This design comes from an exercise in tuning for small area and a short achievable clock period on the open sky130 flow, not from production work.
Only simulation tests tie the RTL to the original design; equivalence was not proved.
Power figures rest on the tool's default switching activity, not on a simulated workload.

indigo:
==> flow/design.v <==
`timescale 1ns/1ns
package fetch_pkg;
    typedef logic [31:0] word_t;
    typedef enum logic [1:0] {
        strong_nt = 2'b00,
        weak_nt   = 2'b01,
        weak_t    = 2'b10,
        strong_t  = 2'b11
    } pred_state_e;
    typedef struct packed {
        logic  branch;
        logic  taken;
        logic  mispredict;
        word_t branch_pc;
        word_t dest;
    } resolve_t;
    typedef struct packed {
        word_t pc;
        word_t npc;
        word_t instr;
    } fetch_t;
endpackage
`timescale 1ns/1ns
module instruction_rom #(
    parameter int DEPTH = 32
) (
    input  logic [DEPTH-1:0] sel,
    output logic [1:0][31:0] instr_half_n
);
    localparam int HALF = DEPTH / 2;
    fetch_pkg::word_t rom [DEPTH];
    initial begin
        $readmemh("program.hex", rom);
    end
    always_comb begin
        for (int h = 0; h < 2; h++) begin
            instr_half_n[h] = '1;
            for (int w = 0; w < HALF; w++) begin
                instr_half_n[h] = instr_half_n[h] & ~(rom[h * HALF + w] & {32{sel[h * HALF + w]}});
            end
        end
    end
endmodule
`timescale 1ns/1ns
module target_buffer #(
    parameter int DEPTH = 32
) (
    input  logic                   clk,
    input  logic                   rst,
    input  logic [DEPTH-1:0]       target_we,
    input  fetch_pkg::word_t       target_data,
    output logic [DEPTH-1:0]       valid,
    input  logic [DEPTH-1:0]       any_sel,
    input  logic [DEPTH-1:0]       rd_sel,
    output logic [1:0][31:0]       rd_half_n
);
    localparam int HALF = DEPTH / 2;
    logic [DEPTH-1:0][31:0] next_addr;
    logic [DEPTH-1:0][31:0] rd_term;
    always_ff @(posedge clk) begin
        for (int i = 0; i < DEPTH; i++) begin
            if (target_we[i]) begin
                next_addr[i] <= target_data;
            end
        end
    end
    always_ff @(posedge clk or posedge rst) begin
        if (rst) begin
            valid <= '0;
        end else begin
            valid <= valid | target_we;
        end
    end
    for (genvar i = 0; i < DEPTH; i++) begin : g_entry
        for (genvar b = 0; b < 32; b++) begin : g_bit
            if (((i + 1) >> b) & 1) begin : g_one
                assign rd_term[i][b] = any_sel[i] && (next_addr[i][b] || !valid[i]);
            end else begin : g_zero
                assign rd_term[i][b] = rd_sel[i] && next_addr[i][b];
            end
        end
    end
    always_comb begin
        for (int h = 0; h < 2; h++) begin
            rd_half_n[h] = '1;
            for (int i = 0; i < HALF; i++) begin
                rd_half_n[h] = rd_half_n[h] & ~rd_term[h * HALF + i];
            end
        end
    end
endmodule
`timescale 1ns/1ns
module predictor_table #(
    parameter int DEPTH = 32
) (
    input  logic                     clk,
    input  logic                     rst,
    input  logic                     step_en,
    input  logic                     taken,
    input  logic [$clog2(DEPTH)-1:0] upd_idx,
    output logic [DEPTH-1:0]         target_we
);
    logic [DEPTH-1:0] dir;
    logic [DEPTH-1:0] sat;
    logic [DEPTH-1:0] hit;
    logic [DEPTH-1:0] cross_t;
    logic [DEPTH-1:0] cross_n;
    logic [3:0]       dec_lo;
    logic [7:0]       dec_hi;
    index_predecode u_dec (
        .idx (upd_idx),
        .en  (step_en),
        .lo  (dec_lo),
        .hi  (dec_hi)
    );
    always_comb begin
        for (int i = 0; i < DEPTH; i++) begin
            hit[i]     = dec_lo[i % 4] && dec_hi[i / 4];
            cross_t[i] = !sat[i] && !dir[i];
            cross_n[i] = !sat[i] && dir[i];
            target_we[i] = hit[i] && (taken ? cross_t[i] : cross_n[i]);
        end
    end
    always_ff @(posedge clk or posedge rst) begin
        if (rst) begin
            dir <= '0;
            sat <= '0;
        end else begin
            for (int i = 0; i < DEPTH; i++) begin
                dir[i] <= dir[i] ^ target_we[i];
                if (hit[i]) begin
                    sat[i] <= (dir[i] == taken);
                end
            end
        end
    end
endmodule
`timescale 1ns/1ns
module fetch_sequencer #(
    parameter int DEPTH = 32
) (
    input  logic                     clk,
    input  logic                     rst,
    input  logic                     stall,
    input  logic                     mem_stall,
    input  logic                     mispredict,
    input  fetch_pkg::word_t         dest,
    input  logic [1:0][31:0]         instr_half_n,
    input  logic [DEPTH-1:0]         valid,
    output logic [DEPTH-1:0]         any_sel,
    output logic [DEPTH-1:0]         rd_sel,
    input  logic [1:0][31:0]         rd_half_n,
    output fetch_pkg::word_t         fetch_pc,
    output fetch_pkg::word_t         fetch_npc,
    output fetch_pkg::word_t         fetch_instr
);
    localparam int IDX_W = $clog2(DEPTH);
    fetch_pkg::word_t fetch_addr;
    logic [IDX_W-1:0] fetch_idx;
    logic [3:0]       dec_lo;
    logic [7:0]       dec_hi;
    logic             load_en;
    assign fetch_addr = mispredict ? dest : npc_q;
    assign fetch_idx  = fetch_addr[IDX_W-1:0];
    assign load_en  = !mem_stall && (mispredict || !stall);
    index_predecode u_dec (
        .idx (fetch_idx),
        .en  (load_en),
        .lo  (dec_lo),
        .hi  (dec_hi)
    );
    always_comb begin
        for (int i = 0; i < DEPTH; i++) begin
            any_sel[i] = dec_lo[i % 4] && dec_hi[i / 4];
            rd_sel[i]  = valid[i] && dec_lo[i % 4] && dec_hi[i / 4];
        end
    end
    always_ff @(posedge clk or posedge rst) begin
        if (rst) begin
            fetch_pc <= '0;
        end else if (load_en) begin
            fetch_pc <= fetch_addr;
        end
    end
    fetch_pkg::word_t npc_q;
    fetch_pkg::word_t npc_nxt;
    assign npc_nxt = ~(rd_half_n[0] & rd_half_n[1] & ~(npc_q & {32{!load_en}}));
    always_ff @(posedge clk or posedge rst) begin
        if (rst) begin
            npc_q       <= '0;
            fetch_instr <= '0;
        end else begin
            npc_q       <= npc_nxt;
            fetch_instr <= ~(instr_half_n[0] & instr_half_n[1] &
                             ~(fetch_instr & {32{!load_en}}));
        end
    end
    port_reg u_npc_out (
        .clk (clk),
        .rst (rst),
        .d   (npc_nxt),
        .q   (fetch_npc)
    );
endmodule
module index_predecode (
    input  logic [4:0] idx,
    input  logic       en,
    output logic [3:0] lo,
    output logic [7:0] hi
);
    always_comb begin
        for (int i = 0; i < 4; i++) begin
            lo[i] = (idx[1:0] == 2'(i));
        end
        for (int i = 0; i < 8; i++) begin
            hi[i] = en && (idx[4:2] == 3'(i));
        end
    end
endmodule
module port_reg (
    input  logic             clk,
    input  logic             rst,
    input  fetch_pkg::word_t d,
    output fetch_pkg::word_t q
);
    always_ff @(posedge clk or posedge rst) begin
        if (rst) begin
            q <= '0;
        end else begin
            q <= d;
        end
    end
endmodule
`timescale 1ns/1ns
module fetch_unit #(
    parameter int DEPTH = 32
) (
    input  logic        clk,
    input  logic        rst,
    input  logic        stall,
    input  logic        mem_stall,
    input  logic        resolve_branch,
    input  logic        resolve_taken,
    input  logic        resolve_mispredict,
    input  logic [31:0] resolve_branch_pc,
    input  logic [31:0] resolve_dest,
    output logic [31:0] fetch_pc,
    output logic [31:0] fetch_npc,
    output logic [31:0] fetch_instr
);
    localparam int IDX_W = $clog2(DEPTH);
    logic [1:0][31:0] instr_half_n;
    logic [DEPTH-1:0] rd_sel;
    logic [DEPTH-1:0] any_sel;
    logic [DEPTH-1:0] valid;
    logic [1:0][31:0] rd_half_n;
    logic [DEPTH-1:0] target_we;
    fetch_sequencer #(
        .DEPTH (DEPTH)
    ) u_seq (
        .clk          (clk),
        .rst          (rst),
        .stall        (stall),
        .mem_stall    (mem_stall),
        .mispredict   (resolve_mispredict),
        .dest         (resolve_dest),
        .instr_half_n (instr_half_n),
        .valid        (valid),
        .any_sel      (any_sel),
        .rd_sel       (rd_sel),
        .rd_half_n    (rd_half_n),
        .fetch_pc     (fetch_pc),
        .fetch_npc    (fetch_npc),
        .fetch_instr  (fetch_instr)
    );
    instruction_rom #(
        .DEPTH (DEPTH)
    ) u_rom (
        .sel          (any_sel),
        .instr_half_n (instr_half_n)
    );
    target_buffer #(
        .DEPTH (DEPTH)
    ) u_tgt (
        .clk          (clk),
        .rst          (rst),
        .target_we    (target_we),
        .target_data  (resolve_dest),
        .valid        (valid),
        .any_sel      (any_sel),
        .rd_sel       (rd_sel),
        .rd_half_n    (rd_half_n)
    );
    predictor_table #(
        .DEPTH (DEPTH)
    ) u_pred (
        .clk        (clk),
        .rst        (rst),
        .step_en    (resolve_branch && !mem_stall),
        .taken      (resolve_taken),
        .upd_idx    (resolve_branch_pc[IDX_W-1:0]),
        .target_we  (target_we)
    );
endmodule
Settings: LEC_CHECK=0, CAP_MARGIN=20, CORE_MARGIN=2, CORE_UTILIZATION=60, SETUP_SLACK_MARGIN=3.1, SLEW_MARGIN=20, SYNTH_HIERARCHICAL=1, SYNTH_MINIMUM_KEEP_SIZE=0, TNS_END_PERCENT=0; clock period 5.0 ns.
standard.sh (not shown) runs the stock make flow with config.mk's settings and CLKGATE_MAP_FILE= SYNTH_SCRIPT=/design/flow/synth_recipe.tcl, a recipe that flattens the netlist after the stock synthesis.
==> flow/flow/run.sh <==
#!/bin/bash
# The standard layout (the standard.sh, standard synthesis unchanged) with
# two changes made through ORFS's own environment hooks:
#  - port buffers are buf_2 cells rather than the slow delay cells that
#    buffer_ports picks by default;
#  - clock tree: larger sink clusters and no dummy loads.
# ORFS's per-step logs go to orfs/logs/; make's whole output to standard.log.
set -euo pipefail
export BUFFER_PORTS_ARGS="-buffer_cell sky130_fd_sc_hd__buf_2"
export CTS_ARGS="-sink_clustering_enable -repair_clock_nets -dont_use_dummy_load -sink_clustering_size 24 -sink_clustering_max_diameter 80"
bash standard.sh > standard.log 2>&1
Changes in lagoon relative to indigo:
==> flow/design.v, changed modules only <==
module fetch_sequencer #(
    parameter int DEPTH = 32
) (
    input  logic                     clk,
    input  logic                     rst,
    input  logic                     stall,
    input  logic                     mem_stall,
    input  logic                     mispredict,
    input  fetch_pkg::word_t         dest,
    input  logic [1:0][31:0]         instr_half_n,
    input  logic [DEPTH-1:0]         valid,
    output logic [DEPTH-1:0]         any_sel,
    output logic [DEPTH-1:0]         rd_sel,
    input  logic [1:0][31:0]         rd_half_n,
    output fetch_pkg::word_t         fetch_pc,
    output fetch_pkg::word_t         fetch_npc,
    output fetch_pkg::word_t         fetch_instr
);
    localparam int IDX_W = $clog2(DEPTH);
    fetch_pkg::word_t fetch_addr;
    fetch_pkg::word_t npc_q;
    fetch_pkg::word_t npc_nxt;
    logic [3:0]       redir_lo;
    logic [7:0]       redir_hi;
    logic [3:0]       adv_lo;
    logic [7:0]       adv_hi;
    logic             load_en;
    assign fetch_addr = mispredict ? dest : npc_q;
    assign load_en  = !mem_stall && (mispredict || !stall);
    index_predecode u_dec_redir (
        .idx (dest[IDX_W-1:0]),
        .en  (!mem_stall && mispredict),
        .lo  (redir_lo),
        .hi  (redir_hi)
    );
    index_predecode u_dec_adv (
        .idx (npc_q[IDX_W-1:0]),
        .en  (!mem_stall && !mispredict && !stall),
        .lo  (adv_lo),
        .hi  (adv_hi)
    );
    always_comb begin
        for (int i = 0; i < DEPTH; i++) begin
            any_sel[i] = (redir_lo[i % 4] && redir_hi[i / 4]) ||
                         (adv_lo[i % 4] && adv_hi[i / 4]);
            rd_sel[i]  = valid[i] && any_sel[i];
        end
    end
    always_ff @(posedge clk or posedge rst) begin
        if (rst) begin
            fetch_pc <= '0;
        end else if (load_en) begin
            fetch_pc <= fetch_addr;
        end
    end
    assign npc_nxt = ~(rd_half_n[0] & rd_half_n[1] & ~(npc_q & {32{!load_en}}));
    always_ff @(posedge clk or posedge rst) begin
        if (rst) begin
            npc_q       <= '0;
            fetch_instr <= '0;
        end else begin
            npc_q       <= npc_nxt;
            fetch_instr <= ~(instr_half_n[0] & instr_half_n[1] &
                             ~(fetch_instr & {32{!load_en}}));
        end
    end
    port_reg u_npc_out (
        .clk (clk),
        .rst (rst),
        .d   (npc_nxt),
        .q   (fetch_npc)
    );
endmodule
module fetch_unit #(
    parameter int DEPTH = 32
) (
    input  logic        clk,
    input  logic        rst,
    input  logic        stall,
    input  logic        mem_stall,
    input  logic        resolve_branch,
    input  logic        resolve_taken,
    input  logic        resolve_mispredict,
    input  logic [31:0] resolve_branch_pc,
    input  logic [31:0] resolve_dest,
    output logic [31:0] fetch_pc,
    output logic [31:0] fetch_npc,
    output logic [31:0] fetch_instr
);
    localparam int IDX_W = $clog2(DEPTH);
    logic [1:0][31:0] instr_half_n;
    logic [DEPTH-1:0] rd_sel;
    logic [DEPTH-1:0] any_sel;
    logic [DEPTH-1:0] valid;
    logic [1:0][31:0] rd_half_n;
    logic [DEPTH-1:0] target_we;
    fetch_sequencer #(
        .DEPTH (DEPTH)
    ) u_seq (
        .clk          (clk),
        .rst          (rst),
        .stall        (stall),
        .mem_stall    (mem_stall),
        .mispredict   (resolve_mispredict),
        .dest         (resolve_dest),
        .instr_half_n (instr_half_n),
        .valid        (valid),
        .any_sel      (any_sel),
        .rd_sel       (rd_sel),
        .rd_half_n    (rd_half_n),
        .fetch_pc     (fetch_pc),
        .fetch_npc    (fetch_npc),
        .fetch_instr  (fetch_instr)
    );
    instruction_rom #(
        .DEPTH (DEPTH)
    ) u_rom (
        .sel        (any_sel),
        .instr_half_n (instr_half_n)
    );
    target_buffer #(
        .DEPTH (DEPTH)
    ) u_tgt (
        .clk          (clk),
        .rst          (rst),
        .target_we    (target_we),
        .target_data  (resolve_dest),
        .valid        (valid),
        .any_sel      (any_sel),
        .rd_sel       (rd_sel),
        .rd_half_n    (rd_half_n)
    );
    predictor_table #(
        .DEPTH (DEPTH)
    ) u_pred (
        .clk        (clk),
        .rst        (rst),
        .step_en    (resolve_branch && !mem_stall),
        .taken      (resolve_taken),
        .upd_idx    (resolve_branch_pc[IDX_W-1:0]),
        .target_we  (target_we)
    );
endmodule
## What came out
- In the flow results for lagoon and indigo, the area growth from synthesis to layout is smaller on indigo.
- In lagoon, the power dissipated by switching net loads came out 2.5% below the value in indigo.
- [compare] base=indigo new=lagoon: worst setup slack saw a decrease; number of flops mapped to enable cells by yosys saw little to no change.
- In lagoon, the maximum frequency came out about 1.5% below the value in indigo.
- Comparing lagoon and indigo, non-clock buffer count is higher on lagoon.


fetch_unit, a different RTL version from the one above (not shown whole).
For scale: about 1200 flip-flops, roughly 46000 µm² of cells after synthesis.
==> module target_buffer, before the edit <==
module target_buffer #(
    parameter int DEPTH = 32
) (
    input  logic                     clk,
    input  logic                     rst,
    input  logic [DEPTH-1:0]         target_we,
    input  fetch_pkg::word_t         target_data,
    input  logic [DEPTH-1:0]         any_sel,
    input  logic [DEPTH-1:0]         rd_sel,
    input  logic                     npc_hold,
    output logic [DEPTH-1:0]         valid,
    output fetch_pkg::word_t         fetch_npc
);
    logic [DEPTH-1:0][31:0] next_addr;
    fetch_pkg::word_t       npc_nxt;
    always_ff @(posedge clk) begin
        for (int i = 0; i < DEPTH; i++) begin
            if (target_we[i]) begin
                next_addr[i] <= target_data;
            end
        end
    end
    always_ff @(posedge clk or posedge rst) begin
        if (rst) begin
            valid <= '0;
        end else begin
            valid <= valid | target_we;
        end
    end
    logic [DEPTH-1:0][31:0] rd_term;
    for (genvar i = 0; i < DEPTH; i++) begin : g_entry
        for (genvar b = 0; b < 32; b++) begin : g_bit
            if (((i + 1) >> b) & 1) begin : g_one
                assign rd_term[i][b] = any_sel[i] && (next_addr[i][b] || !valid[i]);
            end else begin : g_zero
                assign rd_term[i][b] = rd_sel[i] && next_addr[i][b];
            end
        end
    end
    always_comb begin
        npc_nxt = fetch_npc & {32{npc_hold}};
        for (int i = 0; i < DEPTH; i++) begin
            npc_nxt = npc_nxt | rd_term[i];
        end
    end
    always_ff @(posedge clk or posedge rst) begin
        if (rst) begin
            fetch_npc <= '0;
        end else begin
            fetch_npc <= npc_nxt;
        end
    end
endmodule
==> module fetch_sequencer, before the edit <==
module fetch_sequencer #(
    parameter int DEPTH = 32
) (
    input  logic                     clk,
    input  logic                     rst,
    input  logic                     stall,
    input  logic                     mem_stall,
    input  logic                     mispredict,
    input  fetch_pkg::word_t         dest,
    input  fetch_pkg::word_t         fetch_npc,
    output logic [$clog2(DEPTH)-1:0] fetch_idx,
    input  fetch_pkg::word_t         instr_word,
    input  logic [DEPTH-1:0]         valid,
    output logic [DEPTH-1:0]         any_sel,
    output logic [DEPTH-1:0]         rd_sel,
    output logic                     npc_hold,
    output fetch_pkg::word_t         fetch_pc,
    output fetch_pkg::word_t         fetch_instr
);
    localparam int IDX_W = $clog2(DEPTH);
    fetch_pkg::word_t fetch_addr;
    logic [3:0]       dec_lo;
    logic [7:0]       dec_hi;
    logic             load_en;
    assign fetch_addr = mispredict ? dest : fetch_npc;
    assign fetch_idx  = fetch_addr[IDX_W-1:0];
    assign load_en  = !mem_stall && (mispredict || !stall);
    assign npc_hold = !load_en;
    index_predecode u_dec (
        .idx (fetch_idx),
        .en  (load_en),
        .lo  (dec_lo),
        .hi  (dec_hi)
    );
    always_comb begin
        for (int i = 0; i < DEPTH; i++) begin
            any_sel[i] = dec_lo[i % 4] && dec_hi[i / 4];
            rd_sel[i]  = valid[i] && dec_lo[i % 4] && dec_hi[i / 4];
        end
    end
    always_ff @(posedge clk or posedge rst) begin
        if (rst) begin
            fetch_pc    <= '0;
            fetch_instr <= '0;
        end else if (load_en) begin
            fetch_pc    <= fetch_addr;
            fetch_instr <= instr_word;
        end
    end
endmodule
==> module fetch_unit, before the edit <==
module fetch_unit #(
    parameter int DEPTH = 32
) (
    input  logic        clk,
    input  logic        rst,
    input  logic        stall,
    input  logic        mem_stall,
    input  logic        resolve_branch,
    input  logic        resolve_taken,
    input  logic        resolve_mispredict,
    input  logic [31:0] resolve_branch_pc,
    input  logic [31:0] resolve_dest,
    output logic [31:0] fetch_pc,
    output logic [31:0] fetch_npc,
    output logic [31:0] fetch_instr
);
    localparam int IDX_W = $clog2(DEPTH);
    logic [IDX_W-1:0] fetch_idx;
    fetch_pkg::word_t instr_word;
    logic [DEPTH-1:0] rd_sel;
    logic [DEPTH-1:0] any_sel;
    logic             npc_hold;
    logic [DEPTH-1:0] valid;
    logic [DEPTH-1:0] target_we;
    fetch_sequencer #(
        .DEPTH (DEPTH)
    ) u_seq (
        .clk          (clk),
        .rst          (rst),
        .stall        (stall),
        .mem_stall    (mem_stall),
        .mispredict   (resolve_mispredict),
        .dest         (resolve_dest),
        .fetch_npc    (fetch_npc),
        .fetch_idx    (fetch_idx),
        .instr_word   (instr_word),
        .valid        (valid),
        .any_sel      (any_sel),
        .rd_sel       (rd_sel),
        .npc_hold     (npc_hold),
        .fetch_pc     (fetch_pc),
        .fetch_instr  (fetch_instr)
    );
    instruction_rom #(
        .DEPTH (DEPTH)
    ) u_rom (
        .rd_idx     (fetch_idx),
        .instr_word (instr_word)
    );
    target_buffer #(
        .DEPTH (DEPTH)
    ) u_tgt (
        .clk          (clk),
        .rst          (rst),
        .target_we    (target_we),
        .target_data  (resolve_dest),
        .any_sel      (any_sel),
        .rd_sel       (rd_sel),
        .npc_hold     (npc_hold),
        .valid        (valid),
        .fetch_npc    (fetch_npc)
    );
    predictor_table #(
        .DEPTH (DEPTH)
    ) u_pred (
        .clk        (clk),
        .rst        (rst),
        .step_en    (resolve_branch && !mem_stall),
        .taken      (resolve_taken),
        .upd_idx    (resolve_branch_pc[IDX_W-1:0]),
        .target_we  (target_we)
    );
endmodule
Settings: LEC_CHECK=0, CAP_MARGIN=20, CORE_MARGIN=2, CORE_UTILIZATION=60, SETUP_SLACK_MARGIN=2.5, SLEW_MARGIN=20, SYNTH_HIERARCHICAL=1, SYNTH_MINIMUM_KEEP_SIZE=0; clock period 5.0 ns.
Scripts as last shown in full above: flow/flow/run.sh
Rerun with:
--- a/flow/design.v
+++ b/flow/design.v
@@ -41,8 +41,8 @@
     input  logic                     rst,
     input  logic [DEPTH-1:0]         target_we,
     input  fetch_pkg::word_t         target_data,
-    input  logic [DEPTH-1:0]         any_sel,
     input  logic [DEPTH-1:0]         rd_sel,
+    input  logic [DEPTH-1:0]         rst_sel,
     input  logic                     npc_hold,
     output logic [DEPTH-1:0]         valid,
     output fetch_pkg::word_t         fetch_npc
@@ -63,20 +63,11 @@
             valid <= valid | target_we;
         end
     end
-    logic [DEPTH-1:0][31:0] rd_term;
-    for (genvar i = 0; i < DEPTH; i++) begin : g_entry
-        for (genvar b = 0; b < 32; b++) begin : g_bit
-            if (((i + 1) >> b) & 1) begin : g_one
-                assign rd_term[i][b] = any_sel[i] && (next_addr[i][b] || !valid[i]);
-            end else begin : g_zero
-                assign rd_term[i][b] = rd_sel[i] && next_addr[i][b];
-            end
-        end
-    end
     always_comb begin
         npc_nxt = fetch_npc & {32{npc_hold}};
         for (int i = 0; i < DEPTH; i++) begin
-            npc_nxt = npc_nxt | rd_term[i];
+            npc_nxt = npc_nxt | (next_addr[i] & {32{rd_sel[i]}}) |
+                      (32'(i + 1) & {32{rst_sel[i]}});
         end
     end
     always_ff @(posedge clk or posedge rst) begin
@@ -147,8 +138,8 @@
     output logic [$clog2(DEPTH)-1:0] fetch_idx,
     input  fetch_pkg::word_t         instr_word,
     input  logic [DEPTH-1:0]         valid,
-    output logic [DEPTH-1:0]         any_sel,
     output logic [DEPTH-1:0]         rd_sel,
+    output logic [DEPTH-1:0]         rst_sel,
     output logic                     npc_hold,
     output fetch_pkg::word_t         fetch_pc,
     output fetch_pkg::word_t         fetch_instr
@@ -170,8 +161,8 @@
     );
     always_comb begin
         for (int i = 0; i < DEPTH; i++) begin
-            any_sel[i] = dec_lo[i % 4] && dec_hi[i / 4];
             rd_sel[i]  = valid[i] && dec_lo[i % 4] && dec_hi[i / 4];
+            rst_sel[i] = !valid[i] && dec_lo[i % 4] && dec_hi[i / 4];
         end
     end
     always_ff @(posedge clk or posedge rst) begin
@@ -220,7 +211,7 @@
     logic [IDX_W-1:0] fetch_idx;
     fetch_pkg::word_t instr_word;
     logic [DEPTH-1:0] rd_sel;
-    logic [DEPTH-1:0] any_sel;
+    logic [DEPTH-1:0] rst_sel;
     logic             npc_hold;
     logic [DEPTH-1:0] valid;
     logic [DEPTH-1:0] target_we;
@@ -237,8 +228,8 @@
         .fetch_idx    (fetch_idx),
         .instr_word   (instr_word),
         .valid        (valid),
-        .any_sel      (any_sel),
         .rd_sel       (rd_sel),
+        .rst_sel      (rst_sel),
         .npc_hold     (npc_hold),
         .fetch_pc     (fetch_pc),
         .fetch_instr  (fetch_instr)
@@ -256,8 +247,8 @@
         .rst          (rst),
         .target_we    (target_we),
         .target_data  (resolve_dest),
-        .any_sel      (any_sel),
         .rd_sel       (rd_sel),
+        .rst_sel      (rst_sel),
         .npc_hold     (npc_hold),
         .valid        (valid),
         .fetch_npc    (fetch_npc)
Die area went down by 0.80%.
Wire length went down by 3.8%.
Utilization shrinks by 1.3 points.
Synthesized area falls by 0.81%.
Via count fell by 3.5%.
Hold slack gets worse by 0.098 ns.
Fmax goes up by 3.7%.
Global-route usage came out lower by 0.98 points.
Sequential power is about the same.

[separate check: timing with driven ports]
The results above use ideal ports. As a check the final layouts listed here were re-extracted and re-timed, cells and wires unchanged.
Step 1, drivers: a clkbuf_16 drives clk and a buf_2 each remaining input, both assumed.
Step 2 also shifts input and output timing later by t, the mid clock arrival at the registers, as if the neighbouring blocks saw the same clock.
Slacks: ideal ports / drivers / drivers and shift; pairs: ideal ports / drivers.
run	t (ns)	setup WS [ns]	hold WS [ns]	clock arrival spread, ns	worst register clock-pin slew, ns
indigo	0.714	2.265 / 2.262 / 1.548	0.496 / 0.496 / 0.496	0.046 / 0.046	0.10 / 0.10
lagoon	0.710	2.223 / 2.147 / 1.437	0.351 / 0.295 / 0.490	0.074 / 0.074	0.10 / 0.10
the first run of note 2	0.730	1.972 / 1.960 / 1.230	0.447 / 0.396 / 0.461	0.096 / 0.097	0.10 / 0.10
the second run of note 2	0.723	2.080 / 2.094 / 1.371	0.350 / 0.307 / 0.469	0.048 / 0.048	0.10 / 0.10
After both steps setup and hold are still met in every run listed. For lagoon, which loses most, drivers alone change the setup slack by -0.076 ns; drivers and shift together by -0.786 ns.
